From an optimization exercise on the open Yosys and OpenROAD flow, aimed at small area, a short achievable clock period and few clock cycles per item; shortcuts taken in it are not production practice. Where RTL was checked, it was by simulation tests only, not by an equivalence proof against the original.

## hbridge_current_integral_loop_core
module hbridge_current_integral_loop_core
#(
  parameter int SAMPLE_BITS   = 12,
  parameter int FRACTION_BITS = 8,
  localparam int IN_W = ((4 * SAMPLE_BITS + 2 + 7) / 8) * 8
) (
  input  logic                 clk,
  input  logic                 rst,
  input  logic                 s_axis_tvalid,
  output logic                 s_axis_tready,
  input  logic [IN_W-1:0]      s_axis_tdata,
  output logic                 m_axis_tvalid,
  input  logic                 m_axis_tready,
  output logic [OUT_W-1:0]     m_axis_tdata,
  input  logic                 cfg_wr_en,
  input  logic [CFG_ADR_W-1:0] cfg_addr,
  input  logic [CFG_W-1:0]     cfg_wdata
);
  localparam int S = SAMPLE_BITS;
  hcil_pkg::cfg_t cfg;
  hcil_pkg::booth_t wdata_enc;
  hcil_booth_enc u_wdata_enc (
    .b (cfg_wdata[GAIN_W-1:0]),
    .e (wdata_enc)
  );
  logic           run;
  logic           item_valid;
  logic [REG_W-1:0] item_duty;
  logic           item_fwd;
  logic           item_rev;
  logic           item_inb;
  always_ff @(posedge clk) begin
    if (rst) begin
      cfg.center <= CENTER_RST;
      cfg.scale  <= SCALE_RST_ENC;
      cfg.offset <= OFFSET_RST;
      cfg.gain   <= GAIN_RST_ENC;
      cfg.band   <= BAND_RST;
      cfg.limit  <= LIMIT_RST;
    end else if (cfg_wr_en) begin
      case (cfg_addr)
        REG_CURRENT_CENTER:   cfg.center <= cfg_wdata[REG_W-1:0];
        REG_REFERENCE_SCALE:  cfg.scale  <= wdata_enc;
        REG_REFERENCE_OFFSET: cfg.offset <= cfg_wdata[REG_W-1:0];
        REG_INTEGRAL_GAIN:    cfg.gain   <= wdata_enc;
        REG_BAND_LIMIT:       cfg.band   <= cfg_wdata[REG_W-1:0];
        REG_DUTY_LIMIT:       cfg.limit  <= cfg_wdata[REG_W-1:0];
        default: ;
      endcase
    end
  end
  hcil_datapath #(
    .SAMPLE_BITS (SAMPLE_BITS)
  ) u_datapath (
    .clk                (clk),
    .rst                (rst),
    .run                (run),
    .cfg                (cfg),
    .in_valid           (s_axis_tvalid),
    .current_sample_a   (s_axis_tdata[S-1:0]),
    .reference_sample_a (s_axis_tdata[2*S-1:S]),
    .current_sample_b   (s_axis_tdata[3*S-1:2*S]),
    .reference_sample_b (s_axis_tdata[4*S-1:3*S]),
    .drive_enable       (s_axis_tdata[4*S]),
    .direction_forward  (s_axis_tdata[4*S+1]),
  ...
Size in the first run: roughly 140 I/O pins.
export LEC_CHECK = 0
export CAP_MARGIN = 20
export CORE_MARGIN = 2
export CORE_UTILIZATION = 55
export SLEW_MARGIN = 20
create_clock -name core_clock -period 10.0 [get_ports {clk}]
standard.sh (not shown) runs the stock make flow with config.mk's settings and CLKGATE_MAP_FILE= SYNTH_SCRIPT=/design/flow/synth_recipe.tcl, a recipe that flattens the netlist after the stock synthesis.
==> flow/flow/run.sh <==
#!/bin/bash
# The standard layout with extra ORFS make settings from flow/args.txt (one
# VAR=VALUE per line): timing repair aimed at a tighter period than the 10 ns
# clock (the clock and constraints are unchanged) and a smaller port buffer.
# Synthesis is the standard one, run on its own first.
set -euo pipefail
mapfile -t ARGS < <(grep -v '^#' flow/args.txt | grep .)
bash standard.sh synth > synth.log 2>&1
bash standard.sh "${ARGS[@]}" finish > layout.log 2>&1
==> flow/flow/args.txt <==
SETUP_SLACK_MARGIN=5.75
BUFFER_PORTS_ARGS=-buffer_cell sky130_fd_sc_hd__buf_1
The first run completed without violations.
Testbench counts at the start, summed over its fixed seeds: cycles 1,968, items 1,920.
Rerun with:
==> flow/flow/args.txt (replaced) <==
SETUP_SLACK_MARGIN=6
BUFFER_PORTS_ARGS=-buffer_cell sky130_fd_sc_hd__buf_1
--- a/flow/config.mk
+++ b/flow/config.mk
@@ -10 +10 @@
-export CORE_UTILIZATION = 55
+export CORE_UTILIZATION = 45
Outcome: Non-clock buffer count climbs by 26; worst setup slack improves by 240 ps; clock-buffer cell count drops by 7; via count drops by 2.5%; die area climbs by 22%; sequential share of layout area drops by 0.38 points; clock skew barely changes.

* * *

Another version of the RTL of hbridge_current_integral_loop_core (not shown whole).
For scale: about 140 I/O pins, ~38,000 sq um of cells after synthesis.
Settings: LEC_CHECK=0, CAP_MARGIN=20, CORE_MARGIN=2, CORE_UTILIZATION=40, SLEW_MARGIN=20; clock period 10.0 ns.
run.sh (not shown) runs the stock make flow with config.mk's settings and CLKGATE_MAP_FILE= SYNTH_SCRIPT=/design/flow/synth_recipe.tcl, a recipe that flattens the netlist after the stock synthesis.
Stock flow here: none of the scripts above is used.
Next try:
SETUP_SLACK_MARGIN = 5   (was not set)
What happened: Fmax is higher by 13%; final area barely changes; non-clock buffer count is unchanged; routed wire length is higher by 1.1%.
No run of this note included a check of the RTL's function; only the layout flow was run.

* * *

job 9796:
hbridge_current_integral_loop_core, a different RTL version from the one above (not shown whole).
For scale: about 3,500 cells after synthesis, roughly 34,000 um^2 of cells after synthesis.
make LEC_CHECK=0 CAP_MARGIN=20 CORE_MARGIN=2 CORE_UTILIZATION=60 SETUP_SLACK_MARGIN=5 SLEW_MARGIN=20 finish   # period 10.0 ns
Both conditions hold for job 9796: the flow ran to the end and the final layout passed the timing, design-rule and antenna checks.
Testbench counts of job 9796, summed over its fixed seeds: cycles 1,968, items 1,920.
Input changes introduced in job 2337 (baseline for comparison: job 9796):
- SETUP_SLACK_MARGIN: 5 -> unset
- CORE_UTILIZATION: 60 -> 40
==> flow/flow/run.sh (new file) <==
#!/bin/bash
# The standard layout, with timing repair aimed at a tighter period than the
# 10 ns clock (the clock and constraints are unchanged). Synthesis is the
# standard one, run on its own first.
set -euo pipefail
MARGIN=$(cat flow/margin.txt)
bash standard.sh synth > synth.log 2>&1
bash standard.sh SETUP_SLACK_MARGIN=$MARGIN finish > layout.log 2>&1
==> flow/flow/margin.txt (new file) <==
6.5
==> flow/standard.sh (new file) <==
#!/bin/bash
# synth_recipe.tcl (not shown) runs the flow's synth.tcl, then flattens the netlist and writes it again
# the make line also repeats each setting of config.mk as NAME=value (left out here)
make -C /OpenROAD-flow-scripts/flow DESIGN_CONFIG=/design/flow/config.mk WORK_HOME=/design/flow/orfs CLKGATE_MAP_FILE= SYNTH_SCRIPT=/design/flow/synth_recipe.tcl "${@:-finish}"
removed: flow/run.sh
==> notes.md <==
From job 9796 to job 2337 the numbers moved as follows: non-clock buffer count shows an increase of 110%, remaining max-slew budget at the tightest pin shows an increase of 2.5 points, final critical-path required period shows a reduction of 0.88 ns.
Job 2337 vs job 9796, layout overhead on the synthesized area went up by 12 points.
Job 9796 → job 2337: setup slack after layout saw an increase.
Between job 9796 and job 2337, core region area increased.
Between job 9796 and job 2337, the difference in number of nets with antenna violations after routing is negligible.
Summary — number of global-route vias before repair, job 2337 relative to job 9796: higher, by 0.49%.

* * *

== the previous run ==
hbridge_current_integral_loop_core with an RTL version that a note above also has.
Size: ~34000 um2 of cells after synthesis.
Settings: LEC_CHECK=0, CAP_MARGIN=20, CORE_MARGIN=2, CORE_UTILIZATION=65, SLEW_MARGIN=20; clock period 10.0 ns.
standard.sh (not shown) runs the stock make flow with config.mk's settings and CLKGATE_MAP_FILE= SYNTH_SCRIPT=/design/flow/synth_recipe.tcl, a recipe that flattens the netlist after the stock synthesis.
==> flow/flow/run.sh <==
#!/bin/bash
# The standard layout with extra ORFS make settings from flow/args.txt (one
# VAR=VALUE per line): timing repair aimed at a tighter period than the 10 ns
# clock (the clock and constraints are unchanged) and a smaller port buffer.
# Synthesis is the standard one, run on its own first.
set -euo pipefail
mapfile -t ARGS < <(grep -v '^#' flow/args.txt | grep .)
bash standard.sh synth > synth.log 2>&1
bash standard.sh "${ARGS[@]}" finish > layout.log 2>&1
==> flow/flow/args.txt <==
SETUP_SLACK_MARGIN=6.5
BUFFER_PORTS_ARGS=-buffer_cell sky130_fd_sc_hd__buf_1
Testbench counts of the previous run, summed over its fixed seeds: cycles 1,968, items 1,920.
### the previous run -> the current run
- CORE_UTILIZATION: 65 -> 55
==> flow/flow/args.txt <==
SETUP_SLACK_MARGIN=6
BUFFER_PORTS_ARGS=-buffer_cell sky130_fd_sc_hd__buf_1
### Flow results
Across the current run and the previous run, the outcome is the same: a clean finish for every run.
Changes observed in the current run relative to the previous run: average vias per placed instance saw a decrease; post-cts gate resize count fell by 86%; global-route track usage on met2 down 12 points; critical path arrival went up.

[afterwards: timing with drivers on the ports]
How much do the figures lean on ideal ports? The routed layouts below were timed once more, with nothing changed but the port constraints.
Step 1 sets driving cells, clkbuf_16 on the clock port and buf_2 on the other inputs (assumed; they add their load-dependent delay and slew).
Step 2 times the ports against the registers' clock, not the clock port: input delays grow and output delays shrink by t, the midpoint of the rising clock arrivals with the driver on.
Three values: ideal ports, drivers, drivers and shift; two values: the first two.
| run | shift t [ns] | setup WS [ns] | worst setup path at the end | slew at the worst register clock pin (ns) | worst data-port slew with drivers (ns) |
|---|---|---|---|---|---|
| the first run of note 1 | 0.645 | 5.807 / 5.807 / 5.412 | input to register | 0.07 / 0.07 | 0.11 |
| the second run of note 1 | 0.659 | 6.045 / 6.045 / 5.657 | input to register | 0.06 / 0.06 | 0.12 |
| the first run of note 2 | 0.648 | 4.590 / 4.590 / 4.590 | register to register | 0.07 / 0.07 | 0.06 |
| the second run of note 2 | 0.639 | 5.195 / 5.195 / 5.042 | input to register | 0.07 / 0.07 | 0.07 |
| job 9796 | 0.646 | 5.290 / 5.290 / 4.878 | input to register | 0.07 / 0.07 | 0.04 |
| job 2337 | 0.637 | 6.168 / 6.168 / 5.849 | input to register | 0.07 / 0.07 | 0.14 |
| the previous run | 0.643 | 5.981 / 5.981 / 5.849 | input to register | 0.07 / 0.07 | 0.08 |
| the current run | 0.659 | 5.967 / 5.967 / 5.588 | input to register | 0.06 / 0.06 | 0.12 |
After both steps setup and hold are still met in every run listed. The setup slack of job 9796, which loses most, moves by 0.000 ns with the drivers and by -0.412 ns with both steps.
